This design comes from an exercise in tuning for small area on the open sky130 flow, not from production work.
In this exercise RTL edits were held to simulation tests only and were not proved equivalent to the original.
Power is estimated from default activity; no workload was simulated.

### flow/run.sh
#!/bin/bash
# synth_recipe.tcl (not shown) runs the flow's synth.tcl, then flattens the netlist and writes it again
# the make line also repeats each setting of config.mk as NAME=value (left out here)
make -C /OpenROAD-flow-scripts/flow DESIGN_CONFIG=/design/flow/config.mk WORK_HOME=/design/flow/orfs CLKGATE_MAP_FILE= SYNTH_SCRIPT=/design/flow/synth_recipe.tcl finish
### flow/config.mk
export PLATFORM = sky130hd
export DESIGN_NAME = int_regfile_mp
export DESIGN_NICKNAME = int_regfile_mp
export VERILOG_FILES = /design/flow/design.v
export SDC_FILE = /design/flow/constraint.sdc
export NUM_CORES = 4
export LEC_CHECK = 0
export CAP_MARGIN = 20
export CORE_MARGIN = 2
export CORE_UTILIZATION = 40
export SLEW_MARGIN = 20
### flow/constraint.sdc
create_clock -name core_clock -period 7.0 [get_ports {clk_i}]
set_input_delay 1.4000 -clock core_clock [delete_from_list [all_inputs] [get_ports {clk_i}]]
set_output_delay 1.4000 -clock core_clock [all_outputs]
set_load 0.01 [all_outputs]
### flow/design.v
package int_rf_pkg;
    localparam int XLEN_DEF = 32;
    localparam int MEPC_RST   = 0;
    localparam int MTVAL_RST  = 0;
    localparam int MCAUSE_RST = 0;
    localparam int MPP_RST    = 0;
    localparam int MPRIV_RST  = 1;
    localparam int CAUSE_KEEP_PC_B0 = 12;
    localparam int CAUSE_KEEP_PC_B1 = 13;
    localparam int CAUSE_KEEP_PC_B2 = 15;
endpackage
module int_rf_scoreboard #(
    parameter int NREGS = 32,
    parameter int NWR   = 2,
    localparam int AW   = $clog2(NREGS)
) (
    input  logic              clk_i,
    input  logic              rsn_i,
    input  logic [NWR-1:0]    wr_en_i,
    input  logic [NWR*AW-1:0] wr_addr_i,
    input  logic              busy_set_i,
    input  logic [AW-1:0]     busy_addr_i,
    input  logic              flush_i,
    output logic [NREGS-1:0]  busy_o
);
    logic [NWR-1:0][AW-1:0] wa;
    logic [NREGS-1:0]       busy_d, busy_q;
    assign wa = wr_addr_i;
    always_comb begin
        busy_d = busy_q;
        for (int p = 0; p < NWR; p++)
            if (wr_en_i[p]) busy_d[wa[p]] = 1'b0;
        if (busy_set_i && busy_addr_i != '0) busy_d[busy_addr_i] = 1'b1;
        if (flush_i) busy_d = '0;
        busy_d[0] = 1'b0;
    end
    always_ff @(posedge clk_i or negedge rsn_i) begin
        if (!rsn_i) busy_q <= '0;
        else        busy_q <= busy_d;
    end
    assign busy_o = busy_q;
endmodule
module int_regfile_mp #(
    parameter int XLEN  = int_rf_pkg::XLEN_DEF,
    parameter int NREGS = 32,
    parameter int NRD   = 2,
    parameter int NWR   = 2,
    localparam int AW   = $clog2(NREGS)
) (
    input  logic                clk_i,
    input  logic                rsn_i,
    input  logic [NRD*AW-1:0]   rd_addr_i,
    output logic [NRD*XLEN-1:0] rd_data_o,
    input  logic [NWR-1:0]      wr_en_i,
    input  logic [NWR*AW-1:0]   wr_addr_i,
    input  logic [NWR*XLEN-1:0] wr_data_i,
    input  logic                busy_set_i,
    input  logic [AW-1:0]       busy_addr_i,
    output logic [NREGS-1:0]    busy_o,
    input  logic                exc_en_i,
    input  logic [XLEN-1:0]     exc_pc_i,
    input  logic [XLEN-1:0]     exc_tval_i,
    input  logic [XLEN-1:0]     exc_cause_i,
    input  logic                mret_i,
    input  logic                priv_wr_en_i,
    input  logic [XLEN-1:0]     priv_wr_data_i,
    output logic [XLEN-1:0]     mepc_o,
    output logic [XLEN-1:0]     mtval_o,
    output logic [XLEN-1:0]     mcause_o,
    output logic [XLEN-1:0]     mpriv_o
);
    logic [NRD-1:0][AW-1:0]     ra;
    logic [NRD-1:0][XLEN-1:0]   rd;
    logic [NWR-1:0][AW-1:0]     wa;
    logic [NWR-1:0][XLEN-1:0]   wd;
    logic [NREGS-1:0][XLEN-1:0] regs_d, regs_q;
    logic [XLEN-1:0] mepc_d, mepc_q, mtval_d, mtval_q, mcause_d, mcause_q;
    logic [XLEN-1:0] mpp_d, mpp_q, mpriv_d, mpriv_q;
    logic            keep_pc;
    assign ra = rd_addr_i;
    assign wa = wr_addr_i;
    assign wd = wr_data_i;
    always_comb begin
        regs_d = regs_q;
        for (int p = 0; p < NWR; p++)
            if (wr_en_i[p] && wa[p] != '0) regs_d[wa[p]] = wd[p];
    end
    always_ff @(posedge clk_i or negedge rsn_i) begin
        if (!rsn_i) regs_q <= '0;
        else        regs_q <= regs_d;
    end
    always_comb begin
        rd = '0;
        for (int r = 0; r < NRD; r++) begin
            if (ra[r] != '0) rd[r] = regs_q[ra[r]];
        end
    end
    assign rd_data_o = rd;
    int_rf_scoreboard #(.NREGS(NREGS), .NWR(NWR)) u_sb (
        .clk_i       (clk_i),
        .rsn_i       (rsn_i),
        .wr_en_i     (wr_en_i),
        .wr_addr_i   (wr_addr_i),
        .busy_set_i  (busy_set_i),
        .busy_addr_i (busy_addr_i),
        .flush_i     (exc_en_i),
        .busy_o      (busy_o)
    );
    assign keep_pc = exc_cause_i[int_rf_pkg::CAUSE_KEEP_PC_B0] | exc_cause_i[int_rf_pkg::CAUSE_KEEP_PC_B1]
                   | exc_cause_i[int_rf_pkg::CAUSE_KEEP_PC_B2];
    always_comb begin
        mepc_d   = mepc_q;
        mtval_d  = mtval_q;
        mcause_d = mcause_q;
        mpp_d    = mpp_q;
        mpriv_d  = mpriv_q;
        if (exc_en_i) begin
            mepc_d   = keep_pc ? exc_pc_i : exc_pc_i + XLEN'(4);
            mtval_d  = exc_tval_i;
            mcause_d = exc_cause_i;
            mpp_d    = mpriv_q;
            mpriv_d  = XLEN'(int_rf_pkg::MPRIV_RST);
        end else if (mret_i) begin
            mpriv_d = mpp_q;
            mpp_d   = '0;
        end else if (priv_wr_en_i) begin
            mpriv_d = priv_wr_data_i;
        end
    end
    always_ff @(posedge clk_i or negedge rsn_i) begin
        if (!rsn_i) begin
            mepc_q   <= XLEN'(int_rf_pkg::MEPC_RST);
            mtval_q  <= XLEN'(int_rf_pkg::MTVAL_RST);
            mcause_q <= XLEN'(int_rf_pkg::MCAUSE_RST);
            mpp_q    <= XLEN'(int_rf_pkg::MPP_RST);
            mpriv_q  <= XLEN'(int_rf_pkg::MPRIV_RST);
        end else begin
            mepc_q   <= mepc_d;
            mtval_q  <= mtval_d;
            mcause_q <= mcause_d;
            mpp_q    <= mpp_d;
            mpriv_q  <= mpriv_d;
        end
    end
    assign mepc_o   = mepc_q;
    assign mtval_o  = mtval_q;
    assign mcause_o = mcause_q;
    assign mpriv_o  = mpriv_q;
endmodule
==> flow_summary.yaml, run 1 <==
route:
  firstDrtPassIters: 9
  wl_met3_microns: 30380
  ant_nets: 0
  wire_per_inst_microns: 29.28
  via_per_inst: 6.336
  remaining_drc_errors: 0
  wl_met1_microns: 111700
  met2RoutedLength_microns: 133800
  via_count: 63680
  highest_layer: "met5"
  routed_wirelength_microns: 294300
  drt_iter0_drc: 7931
sta:
  relSlewSlack_pct: 14.15
  fin_crit_ns: 6.501
  setup_tns_ns: 0
  hold_viol_final: 0
  finalSetupViolCount: 0
  fin_crit_sh_pct: 92.87
  fin_skew_ns: 0.005191
  fmax_ghz: 0.1538
  report.final.slew_viol_count: 0
  holdWs_ns: 0.3918
  rsz0062_at_grt: "false"
  worstMarginPinSlew_ns: 1.286
die:
  die_w_microns: 432.3
  fp.dieH_microns: 432.3
  rows: 157
  ios: 449
  fp.coreArea_sq_um: 182700
  dieArea_sq_um: 186900
  start_util_pct: 40.17
grt:
  grt_pass1_vias: 61720
  grt_pass1_wl_microns: 429600
  grt_max_degree: 168
  overflow: 0
  grtUsageTotal_pct: 30.85
  antenna_found_initial: 14
logic_synthesis:
  synth.area.mux_share_pct: 26.66
  syn-cell-area_sq_um: 73380
  synth-simple-area-share_pct: 11.79
  synth_top_cell_by_area: "dfrtp_1"
  synth_compound_area_share_pct: 14.65
  yosys_warnings: 2
  synth_fp_nets: 7789
  synth_top_family_by_area: "multiplexers"
  synth_area_leaders: "dfrtp_1, mux2i_1, mux4_2, nor2_1, nand2_1"
  syn_avg_cell_area_sq_um: 9.713
  synth_top_area_share_pct: 41.40
  synth_top_cells_by_count: "mux2i_1, dfrtp_1, nor2_1"
  synth_edf_count: 0
  synthArstFlopShare_pct: 100.0
  yosysMostFrequentCell: "mux2i_1"
  synth_xor_area_share_pct: 0.4024
  synthAdderAreaFrac_pct: 0.1535
  synth-main-ff-cell: "dfrtp_1"
  synth_cell_types: 78
  ys_seq_elements: 1215
  syn_inst: 7555
  yosysSeqAreaShare_pct: 41.44
cells_and_area:
  layout-drive-gt1-share_pct: 12.73
  final_cells: 10050
  nFillCells: 16950
  final_nets: 7792
  syn_to_final_growth_pct: 15.52
clock_network:
  cts.sinks: 1215
  cts_hold_buf: 0
  cts_made_buffers: 147
  clk_path_buf_depth: 3
  root_buffer: "clkbuf_16"
  post_cts_buffers: 0
  cts_max_level: 4
  cts_tree: "yes"
  clkTransAtPathRegs_ns: 0.06
  cts_resized: 0
  insertion_delay_ns: 0.78
worst_setup_path:
  path_cells: "clkdlybuf4s50_1, nand2_2, a2111oi_0, a31oi_1, o211ai_1, clkdlybuf4s50_1"
  worst_ep_arrival_time_ns: 5.10
  slowest_delay_ns: 1.16
  critPathMaxFanout: 21
  start_kind: "input port"
  setup.worst_path.end_class: "output port"
  critPathSlowestCell: "a2111oi_0"
  required_ns: 5.60
  crit_family: "compound AO/OA/AOI/OAI gates"
  path_common_cell: "clkdlybuf4s50_1"
  crit_type: "input port to output port"
  cp.buffers_inverters: 2
placed_design:
  dp_hpwl_microns: 182600
  port_buffers: 447
  dpl.cell_count: 9793
  gp_congestion: 0.9058
power_and_ir_drop:
  ir_drop_v: 0.0002125
  power.static_leakage_nw: 37.16
  power_density_nw_per_um2: 312.1
run:
  drv_cap: 0
hold_path:
  hold_class: "flip-flop to flip-flop"
run_status:
  run_status: "finished clean"
-- final timing paths --
check,from,to,slack [ns],depth (start not counted)
max,rd_addr_i[9],rd_data_o[63],0.50,6
min,regs_q[5],regs_q[5],0.39,0
max reg2reg,regs_q[510],regs_q[510],6.03,3
min reg2reg,regs_q[5],regs_q[5],0.39,0
max in group asynchronous,rsn_i,regs_q[245],4.71,2
min in group asynchronous,rsn_i,regs_q[871],0.67,1
-- cells by family (layout without fill, tap and decap cells) --
family / count (synthesis) / in the layout
compound gates: 1731 / 1731
xor+xnor: 32 / 32
fa+ha+maj: 9 / 9
buf+inv: 865 / 972
flops: 1215 / 1215
mux: 1611 / 1611
other cells: 1 / 5
simple gates: 2091 / 2091
-- report_power, final --
group	switching (W)	internal, W	total [W]	leakage [nW]
logic	0.00371	0.00377	0.00747	19.9
clock network	0.00317	0.00458	0.00775	2.36
registers	0.00193	0.00930	0.0112	14.9
total	0.00881	0.0176	0.0265	37.2
-- sequential cells by signal, summed over array words and instances (netlist names) --
register     cells
mpriv_q         32
mepc_q          32
mpp_q           32
mcause_q        32
u_sb.busy_q     31
mtval_q         32
regs_q        1024
-- worst reg2reg max path, delay by kind of cell, from the launching register on --
kind,cells,cell delay (ns)
AOI/OAI and AO/OA,3,0.40
DFF,1,0.44
-- final cells by class --
type	instances	area, sq um	share of cell area, %
antenna	4	10.01	0.01181
clock buffer	225	4459	5.261
multi-input combinational	5475	39820	46.97
inverter	24	90.09	0.1063
timing repair buffer	695	6689	7.891
clock inverter	28	311.5	0.3675
sequential	1215	30410	35.87
tap	2385	2984	3.520
-- layout by cell type (no fill, tap or decap), types with 130 or more instances in the layout --
| cell | n |
|---|---|
| mux2i_1 | 1219 |
| dfrtp_1 | 1214 |
| nand2_1 | 870 |
| nor2_1 | 868 |
| a21oi_1 | 530 |
| clkdlybuf4s50_1 | 437 |
| a31oi_1 | 348 |
| mux4_2 | 262 |
| a22oi_1 | 231 |
| buf_4 | 221 |
| o21ai_0 | 181 |
| clkbuf_16 | 153 |
| mux2_2 | 130 |
-- layer usage --
layer	vias to the layer above	track usage, %
li1	27350	-
met1	31590	39.22
met2	3963	48.11
met3	768	7.335
met4	10	17.63
met5	-	0
-- through the flow --
stage / setup slack, ns / power (W) / util [%] / instance area (sq um)
CTS: 0.6403 / 0.02636 / 46.38 / 84730
detailed placement: 0.6450 / 0.01858 / 43.77 / 79960
finish: 0.4990 / 0.02646 / 46.40 / 84770
global placement: 0.3982 / 0.01823 / 43.76 / 79950
global route: 0.6330 / 0.02764 / 46.40 / 84760
floorplan: 2.421 / 0.01577 / - / 73380
==> inputs of run 2 (changes only) <==
--- a/flow/design.v
+++ b/flow/design.v
@@ -24,21 +24,22 @@
     output logic [NREGS-1:0]  busy_o
 );
     logic [NWR-1:0][AW-1:0] wa;
-    logic [NREGS-1:0]       busy_d, busy_q;
+    logic [NREGS-1:1]       busy_d, busy_q;
     assign wa = wr_addr_i;
     always_comb begin
         busy_d = busy_q;
-        for (int p = 0; p < NWR; p++)
-            if (wr_en_i[p]) busy_d[wa[p]] = 1'b0;
-        if (busy_set_i && busy_addr_i != '0) busy_d[busy_addr_i] = 1'b1;
-        if (flush_i) busy_d = '0;
-        busy_d[0] = 1'b0;
+        for (int r = 1; r < NREGS; r++) begin
+            for (int p = 0; p < NWR; p++)
+                if (wr_en_i[p] && wa[p] == AW'(r)) busy_d[r] = 1'b0;
+            if (busy_set_i && busy_addr_i == AW'(r)) busy_d[r] = 1'b1;
+            if (flush_i) busy_d[r] = 1'b0;
+        end
     end
     always_ff @(posedge clk_i or negedge rsn_i) begin
         if (!rsn_i) busy_q <= '0;
         else        busy_q <= busy_d;
     end
-    assign busy_o = busy_q;
+    assign busy_o = {busy_q, 1'b0};
 endmodule
 module int_regfile_mp #(
     parameter int XLEN  = int_rf_pkg::XLEN_DEF,
@@ -69,33 +70,59 @@
     output logic [XLEN-1:0]     mcause_o,
     output logic [XLEN-1:0]     mpriv_o
 );
+    localparam int NPAIR = (NREGS - 1) / 2;
     logic [NRD-1:0][AW-1:0]     ra;
-    logic [NRD-1:0][XLEN-1:0]   rd;
     logic [NWR-1:0][AW-1:0]     wa;
     logic [NWR-1:0][XLEN-1:0]   wd;
-    logic [NREGS-1:0][XLEN-1:0] regs_d, regs_q;
+    logic [NREGS-1:1][XLEN-1:0] regs_n, regs_dn;
+    logic [NREGS-1:1]           vld_q;
+    logic [NREGS-1:1]           hit0, hit1, wen;
+    logic [NRD-1:0][NREGS-1:1]  rsel_n;
     logic [XLEN-1:0] mepc_d, mepc_q, mtval_d, mtval_q, mcause_d, mcause_q;
     logic [XLEN-1:0] mpp_d, mpp_q, mpriv_d, mpriv_q;
     logic            keep_pc;
     assign ra = rd_addr_i;
     assign wa = wr_addr_i;
     assign wd = wr_data_i;
-    always_comb begin
-        regs_d = regs_q;
-        for (int p = 0; p < NWR; p++)
-            if (wr_en_i[p] && wa[p] != '0) regs_d[wa[p]] = wd[p];
+    for (genvar r = 1; r < NREGS; r++) begin : g_wdec
+        assign hit0[r] = wr_en_i[0] && wa[0] == AW'(r);
+        assign hit1[r] = wr_en_i[1] && wa[1] == AW'(r);
+        assign wen[r]  = hit0[r] | hit1[r];
     end
-    always_ff @(posedge clk_i or negedge rsn_i) begin
-        if (!rsn_i) regs_q <= '0;
-        else        regs_q <= regs_d;
-    end
-    always_comb begin
-        rd = '0;
-        for (int r = 0; r < NRD; r++) begin
-            if (ra[r] != '0) rd[r] = regs_q[ra[r]];
+    for (genvar r = 1; r < NREGS; r++) begin : g_reg
+        for (genvar b = 0; b < XLEN; b++) begin : g_wbit
+            int_rf_o22ai u_wsel (
+                .a1(~hit1[r]), .a2(wd[1][b]), .b1(hit1[r]), .b2(wd[0][b]),
+                .y(regs_dn[r][b])
+            );
+        end
+        always_ff @(posedge clk_i) begin
+            if (wen[r]) regs_n[r] <= regs_dn[r];
+        end
+        always_ff @(posedge clk_i or negedge rsn_i) begin
+            if (!rsn_i)       vld_q[r] <= 1'b0;
+            else if (wen[r])  vld_q[r] <= 1'b1;
         end
     end
-    assign rd_data_o = rd;
+    for (genvar q = 0; q < NRD; q++) begin : g_rdec
+        for (genvar r = 1; r < NREGS; r++) begin : g_r
+            assign rsel_n[q][r] = ~(vld_q[r] && ra[q] == AW'(r));
+        end
+    end
+    for (genvar q = 0; q < NRD; q++) begin : g_rd
+        for (genvar b = 0; b < XLEN; b++) begin : g_rbit
+            logic [NPAIR:0] t;
+            for (genvar k = 0; k < NPAIR; k++) begin : g_pair
+                int_rf_o22ai u_pair (
+                    .a1(rsel_n[q][2*k+1]), .a2(regs_n[2*k+1][b]),
+                    .b1(rsel_n[q][2*k+2]), .b2(regs_n[2*k+2][b]),
+                    .y(t[k])
+                );
+            end
+            assign t[NPAIR] = ~(rsel_n[q][NREGS-1] | regs_n[NREGS-1][b]);
+            assign rd_data_o[q*XLEN+b] = |t;
+        end
+    end
     int_rf_scoreboard #(.NREGS(NREGS), .NWR(NWR)) u_sb (
         .clk_i       (clk_i),
         .rsn_i       (rsn_i),
@@ -115,7 +142,7 @@
         mpp_d    = mpp_q;
         mpriv_d  = mpriv_q;
         if (exc_en_i) begin
-            mepc_d   = keep_pc ? exc_pc_i : exc_pc_i + XLEN'(4);
+            mepc_d   = exc_pc_i + {{(XLEN-3){1'b0}}, ~keep_pc, 2'b00};
             mtval_d  = exc_tval_i;
             mcause_d = exc_cause_i;
             mpp_d    = mpriv_q;
@@ -147,3 +174,12 @@
     assign mcause_o = mcause_q;
     assign mpriv_o  = mpriv_q;
 endmodule
+module int_rf_o22ai (
+    input  logic a1,
+    input  logic a2,
+    input  logic b1,
+    input  logic b2,
+    output logic y
+);
+    assign y = ~((a1 | a2) & (b1 | b2));
+endmodule
--- a/flow/config.mk
+++ b/flow/config.mk
@@ -7,5 +7,8 @@
 export LEC_CHECK = 0
 export CAP_MARGIN = 20
 export CORE_MARGIN = 2
-export CORE_UTILIZATION = 40
+export CORE_UTILIZATION = 60
+export PLACE_DENSITY = 0.7
 export SLEW_MARGIN = 20
+export SYNTH_HIERARCHICAL = 1
+export SYNTH_MINIMUM_KEEP_SIZE = 0
==> flow_summary.yaml, run 2 <==
run_status:
  run_status: "failed layout checks"
  violations: "negative setup slack"
grt:
  grtUsageMet2_pct: 73.76
  grtUsageTotal_pct: 52.88
  globalRouteMet1Util_pct: 65.50
  grt_pass1_wl_microns: 359100
  grt.busiest_layer: "met2"
  antenna_found_initial: 17
  overflow: 0
  grt_pass1_vias: 52460
  grt_util_met3_pct: 28.72
  grt_max_degree: 124
power_and_ir_drop:
  seqPwrFrac_pct: 47.7
  comb_power_share_pct: 11.9
  p_int_w: 0.01293
  swShare_pct: 25.28
  power_density_nw_per_um2: 252.8
  p_sw_w: 0.004377
  clock_power_share_pct: 40.4
  power.static_leakage_nw: 22.67
  ir_drop_v: 0.0002474
logic_synthesis:
  synth-main-ff-cell: "edfxtp_1"
  yosysSeqAreaShare_pct: 64.26
  synth_top_area_share_pct: 54.16
  synth_cell_types: 55
  synthArstFlopShare_pct: 18.29
  synth_top_cell_by_area: "edfxtp_1"
  ys_seq_elements: 1214
  syn-cell-area_sq_um: 55010
  synth_top_cells_by_count: "o22ai_1, edfxtp_1, dfrtp_1"
  synth_area_leaders: "edfxtp_1, o22ai_1, dfrtp_1, nor4_1, mux2_2"
  synth_edf_count: 992
  syn_inst: 4315
  yosysMostFrequentCell: "o22ai_1"
  syn_avg_cell_area_sq_um: 12.75
  synth_fp_nets: 4542
  yosys_warnings: 8
worst_setup_path:
  setup.worst_path.end_class: "output port"
  crit_type: "input port to output port"
  required_ns: 5.60
  worst_ep_arrival_time_ns: 5.68
  critPathMaxFanout: 19
  start_kind: "input port"
placed_design:
  dp_hpwl_microns: 152100
  dpl_cell_area_sq_um: 64100
  port_buffers: 447
  place_ws_ns: 0.2635
  gp_congestion: 1.036
die:
  fp.coreArea_sq_um: 91250
  rows: 111
  ios: 449
  fp.dieH_microns: 306.8
  dieArea_sq_um: 94110
  die_w_microns: 306.8
  start_util_pct: 60.28
route:
  wire_per_inst_microns: 39.78
  firstDrtPassIters: 15
  via_count: 56170
  routed_wirelength_microns: 256700
  via_per_inst: 8.704
  remaining_drc_errors: 0
  ant_nets: 0
  drt_iter0_drc: 13400
sta:
  worst_slack_ns: -0.08097
  fmax_ghz: 0.1412
  fin_crit_sh_pct: 101.2
  worstMarginPinSlew_ns: 1.341
  fin_skew_ns: 0.004147
  relSlewSlack_pct: 10.48
  hold_viol_final: 0
  finalSetupViolCount: 1
  rsz0062_at_grt: "false"
  setup_tns_ns: -0.08097
  fin_crit_ns: 7.081
  holdWs_ns: 0.4965
  report.final.slew_viol_count: 0
cells_and_area:
  finish.utilization_pct: 75.04
  largest_register_ffs: 992
  nFillCells: 6062
  final_common_cell: "o22ai_1"
  final_cell_mix: "o22ai_1, edfxtp_1, clkdlybuf4s50_1"
  fin_area_sq_um: 68470
  layout-drive-gt1-share_pct: 13.56
  syn_to_final_growth_pct: 24.48
  final_nets: 5386
  top_register: "regs_n"
hold_path:
  hold_class: "flip-flop to flip-flop"
clock_network:
  cts.sinks: 1214
  clk_path_buf_depth: 3
  insertion_delay_ns: 0.75
  root_buffer: "clkbuf_16"
  cts_hold_buf: 0
  post_cts_buffers: 0
  clkTransAtPathRegs_ns: 0.06
  cts_max_level: 4
  cts_made_buffers: 131
  cts_tree: "yes"
run:
  drv_cap: 0
-- run 2: cell count changes after synthesis, sizes merged, moves of 267 or more --
cell,previous run,this run
nor2,896,99
o21ai,303,36
edfxtp,0,992
dfrtp,1214,221
clkbuf,594,45
a21oi,530,44
o22ai,10,1983
nand2,888,47
mux2i,1219,32
a31oi,348,13
-- run 2: path summary, 6_finish.rpt --
check	startpoint	cells after the start	slack (ns)	to
setup / recovery	rd_addr_i[3]	10	-0.08	rd_data_o[7]
hold / removal	mpp_q[14]	1	0.50	mpp_q[14]
setup reg to reg	mpriv_q[2]	4	6.06	mpriv_q[2]
hold reg to reg	mpp_q[14]	1	0.50	mpp_q[14]
max in group asynchronous	rsn_i	2	5.11	u_sb.busy_q[14]
min in group asynchronous	rsn_i	1	0.68	mpriv_q[15]
-- run 2: worst max-delay path, stage by stage --
cell and delay [ns]:
clkdlybuf4s50_1 0.73, nor2_1 0.28, and2_1 0.29, nand3_1 0.30, buf_12 0.23, o22ai_1 0.08, or4_1 0.59, nor4_1 0.63
o2111ai_1 0.50, clkdlybuf4s50_1 0.61
-- run 2: cell families after synthesis --
logic type / after synthesis / share of synthesized area [%]
AOI/OAI and AO/OA: 2216 / 25.64
DFF: 1214 / 64.26
and+or+nand+nor: 637 / 6.901
buffers and inverters: 132 / 0.9622
muxes: 101 / 1.995
xor gates and xnor gates: 12 / 0.1911
adders and majority gates: 2 / 0.04549
other: 1 / 0.006818
-- run 2: per-layer routing --
metal | share of wire (%) | up-vias | routed length [microns]
met3 | 21 | 1920 | 52750
li1 | - | 21150 | -
met2 | 40 | 6806 | 102500
met5 | 0.37 | - | 961
met1 | 31 | 26250 | 79100
met4 | 8.3 | 38 | 21400
-- run 2: final cells by class --
type	count	area (sq um)	share of cell area [%]
Antenna cell	9	22.52	0.03289
Clock buffer	166	3586	5.237
Clock inverter	66	648.1	0.9466
Inverter	65	244.0	0.3563
Multi-Input combinational cell	2969	19690	28.76
Sequential cell	1214	35350	51.62
Tap cell	1186	1484	2.167
Timing Repair Buffer	778	7451	10.88
-- run 2: power by group through the flow --
stage | combinational, W | clock [W] | sequential, W
floorplan | 0.000701 | 0 | 0.00838
global placement | 0.00187 | 0 | 0.00838
detailed placement | 0.00191 | 0 | 0.00839
CTS | 0.00192 | 0.00693 | 0.00825
global route | 0.00208 | 0.00720 | 0.00827
finish | 0.00206 | 0.00700 | 0.00826
-- run 2: timing repair --
| item | CTS | global route |
|---|---|---|
| setup endpoints to repair | 0 | 3 |
| resized for setup | 0 | 3 |
| endpoints found under the hold margin | 0 | 0 |
-- run 2: through the flow --
stage / total power (W) / instances
after floorplan: 0.009080 / 4315
after global placement: 0.01026 / 6208
after detailed placement: 0.01030 / 6209
after CTS: 0.01710 / 6441
after global routing: 0.01755 / 6447
final: 0.01731 / 6453
-- run 2: modules after synthesis (local to each module, per instance), a selection --
module	times used	area [sq um]
int_regfile_mp	1	41060
int_rf_o22ai	1952	6.256

re-timing with driven ports:
The flow's constraints put no driver on any port. The routed layouts listed below were extracted and timed again, unchanged, in two steps. Step 1 sets driving cells, clkbuf_16 on the clock port and buf_2 on the other inputs (assumed; they add their load-dependent delay and slew). Step 2, shift: input delay + t, output delay - t, t = (earliest + latest rising clock arrival at the registers) / 2. This alone moves slack from input paths to output paths. Three values: no drivers, after step 1, after step 2; two values: the first two.
| run | shift t [ns] | setup WS [ns] | hold slack, ns | worst setup path after step 2 | latest minus earliest clock arrival (ns) |
|---|---|---|---|---|---|
| run 1 | 0.883 | 0.499 / 0.370 / 0.370 | 0.392 / 0.392 / 0.392 | input to output | 0.037 / 0.037 |
| run 2 | 0.828 | -0.081 / -0.254 / -0.254 | 0.496 / 0.496 / 0.496 | input to output | 0.044 / 0.044 |
For run 2, which loses most, drivers alone change the setup slack by -0.173 ns; drivers and shift together by -0.173 ns.
